Context: an optimization exercise on an open-source flow, tuned for small area and a short achievable clock period. The choices shown serve that exercise and are no tape-out recipe.
The RTL was checked by simulation tests, not by an equivalence proof against the original design.
Power and IR drop assume default switching activity.

## the baseline
==> module double_ended_queue, before the edit <==
module double_ended_queue #(
  parameter int DEPTH      = dq_pkg::DEPTH_DEF,
  parameter int DATA_WIDTH = dq_pkg::DATA_WIDTH_DEF,
  parameter int CNT_W      = $clog2(DEPTH + 1)
) (
  input  logic                  clk,
  input  logic                  rst,
  input  logic                  req_valid,
  output logic                  req_ready,
  input  logic [1:0]            req_mode,
  input  logic [DATA_WIDTH-1:0] req_item_value,
  output logic                  rsp_valid,
  input  logic                  rsp_ready,
  output logic [DATA_WIDTH-1:0] rsp_popped_value,
  output logic [1:0]            rsp_status,
  output logic [CNT_W-1:0]      rsp_occupancy
);
  logic [DATA_WIDTH-1:0] mem [DEPTH];
  logic [DEPTH-1:0]      head;      
  logic [DEPTH-1:0]      tail;      
  logic [DEPTH-1:0]      head_m1;   
  logic [DEPTH-1:0]      tail_m1;   
  logic [CNT_W-1:0]      count;
  logic                  empty;
  logic fire, full, push, pop, do_push, do_pop;
  logic [CNT_W-1:0]      count_inc, count_dec;
  logic                  at_one;
  logic [DEPTH-1:0]      rd_sel;
  logic [DATA_WIDTH-1:0] rd_word;
  assign req_ready     = !rsp_valid || rsp_ready;
  assign fire          = req_valid && req_ready;
  assign full          = count[CNT_W-1];
  assign push          = !req_mode[1];
  assign pop           = req_mode[1];
  assign do_push       = fire && push && !full;
  assign do_pop        = fire && pop && !empty;
  assign rsp_occupancy = count;
  assign count_inc = count + 1'b1;
  assign count_dec = count - 1'b1;
  assign at_one    = (count == CNT_W'(1));
  assign head_m1 = {head[0], head[DEPTH-1:1]};
  assign tail_m1 = {tail[0], tail[DEPTH-1:1]};
  logic pop_front_rd, pop_rear_rd;
  assign pop_front_rd = pop && !req_mode[0] && !empty;
  assign pop_rear_rd  = pop &&  req_mode[0] && !empty;
  assign rd_sel = ({DEPTH{pop_rear_rd}} & tail_m1) | ({DEPTH{pop_front_rd}} & head);
  always_comb begin
    rd_word = '0;
    for (int i = 0; i < DEPTH; i++) begin
      rd_word = rd_word | ({DATA_WIDTH{rd_sel[i]}} & mem[i]);
    end
  end
  for (genvar i = 0; i < DEPTH; i++) begin : g_word
    logic we;
    assign we = do_push && (req_mode[0] ? tail[i] : head_m1[i]);
    always_ff @(posedge clk) begin
      if (we) mem[i] <= req_item_value;
    end
  end
  always_ff @(posedge clk) begin
    if (rst) begin
      head      <= DEPTH'(1);
      tail      <= DEPTH'(1);
      count     <= '0;
      empty     <= 1'b1;
      rsp_valid <= 1'b0;
    end else begin
      if (do_push) begin
        if (req_mode[0]) tail <= {tail[DEPTH-2:0], tail[DEPTH-1]};
        else             head <= head_m1;
        count <= count_inc;
        empty <= 1'b0;
      end
      if (do_pop) begin
        if (req_mode[0]) tail <= tail_m1;
        else             head <= {head[DEPTH-2:0], head[DEPTH-1]};
        count <= count_dec;
        empty <= at_one;
      end
      if (fire)           rsp_valid <= 1'b1;
      else if (rsp_ready) rsp_valid <= 1'b0;
    end
  end
  logic [DATA_WIDTH-1:0] popped_value_next;
  logic [1:0]            status_next;
  assign popped_value_next = rd_word | {DATA_WIDTH{pop && empty}};
  assign status_next       = (push && full) ? 2'd2 : ((pop && empty) ? 2'd1 : 2'd0);
  always_ff @(posedge clk) begin
    rsp_popped_value <= fire ? popped_value_next : (rsp_popped_value & {DATA_WIDTH{rsp_valid}});
    rsp_status       <= fire ? status_next : (rsp_status & {2{rsp_valid}});
  end
endmodule
export LEC_CHECK = 0
export CAP_MARGIN = 20
export CORE_MARGIN = 2
export CORE_UTILIZATION = 62
export PLACE_DENSITY = 0.72
export SETUP_SLACK_MARGIN = 1.85
export SLEW_MARGIN = 20
export TNS_END_PERCENT = 0
create_clock -name core_clock -period 3.5 [get_ports {clk}]
standard.sh (not shown) runs the stock make flow with config.mk's settings and CLKGATE_MAP_FILE= SYNTH_SCRIPT=/design/flow/synth_recipe.tcl, a recipe that flattens the netlist after the stock synthesis.
==> flow/flow/run.sh <==
#!/bin/bash
# the standard layout with four changes: the port buffers are plain buf_2
# cells (not delay cells), sizing may swap a cell for one of another
# footprint, the clock tree clusters up to 24 flip-flops per leaf buffer,
# and it adds no dummy loads. every tool's output stays in the orfs/logs
# folder; make's own output goes to standard.log.
set -euo pipefail
CTS="-sink_clustering_enable -repair_clock_nets -buf_list sky130_fd_sc_hd__clkbuf_16"
CTS="$CTS -sink_clustering_size 24 -sink_clustering_max_diameter 80 -dont_use_dummy_load"
bash standard.sh MATCH_CELL_FOOTPRINT=0 "CTS_ARGS=$CTS" \
  "BUFFER_PORTS_ARGS=-buffer_cell sky130_fd_sc_hd__buf_2" finish > standard.log 2>&1
Changes in the candidate relative to the baseline:
-- flow/design.v --
<<< the baseline, line 48
  assign head_m1 = {head[0], head[DEPTH-1:1]};
  assign tail_m1 = {tail[0], tail[DEPTH-1:1]};
  logic pop_front_rd, pop_rear_rd;
  assign pop_front_rd = pop && !req_mode[0] && !empty;
  assign pop_rear_rd  = pop &&  req_mode[0] && !empty;
  assign rd_sel = ({DEPTH{pop_rear_rd}} & tail_m1) | ({DEPTH{pop_front_rd}} & head);
  always_comb begin
    rd_word = '0;
>>> the candidate, line 48
  assign head_m1 = {head[0], head[DEPTH-1:1]};
  assign tail_m1 = {tail[0], tail[DEPTH-1:1]};
  assign rd_sel = req_mode[0] ? tail_m1 : head;
  always_comb begin
    rd_word = '0;
<<< the baseline, line 91
  logic [DATA_WIDTH-1:0] popped_value_next;
  logic [1:0]            status_next;
  assign popped_value_next = rd_word | {DATA_WIDTH{pop && empty}};
  assign status_next       = (push && full) ? 2'd2 : ((pop && empty) ? 2'd1 : 2'd0);
  always_ff @(posedge clk) begin
>>> the candidate, line 88
  logic [DATA_WIDTH-1:0] popped_value_next;
  logic [1:0]            status_next;
  assign popped_value_next = pop ? (empty ? '1 : rd_word) : '0;
  assign status_next       = (push && full) ? 2'd2 : ((pop && empty) ? 2'd1 : 2'd0);
  always_ff @(posedge clk) begin
[summary]
Global-route usage (lower): the candidate. Between the baseline and the candidate, the flow reports synthesized cell count decreasing by a few percent. The candidate vs the baseline, number of non-filler instances in the completed layout went down by 50. Net switching power figure in the candidate is 14% higher than in the baseline. Compared with the baseline, the candidate is the more power-hungry design.

## separate check: timing with driven ports
How much do the figures lean on ideal ports? The routed layouts below were timed once more, with nothing changed but the port constraints. Step 1 assumes that a clkbuf_16 drives the clock port and a buf_2 every other input. Step 2 times the ports against the registers' clock, not the clock port: input delays grow and output delays shrink by t, the midpoint of the rising clock arrivals with the driver on. a / b / c = no drivers / after step 1 / after step 2; a / b = the first two.
run	t (ns)	setup WS [ns]	worst hold slack (ns)	clock arrival spread, ns
the baseline	0.630	1.497 / 1.497 / 0.876	0.463 / 0.437 / 0.489	0.017 / 0.016
the candidate	0.631	1.582 / 1.536 / 0.906	0.456 / 0.427 / 0.457	0.054 / 0.053
After both steps setup and hold are still met in every run listed. The setup slack of the candidate, which loses most, moves by -0.046 ns with the drivers and by -0.676 ns with both steps.
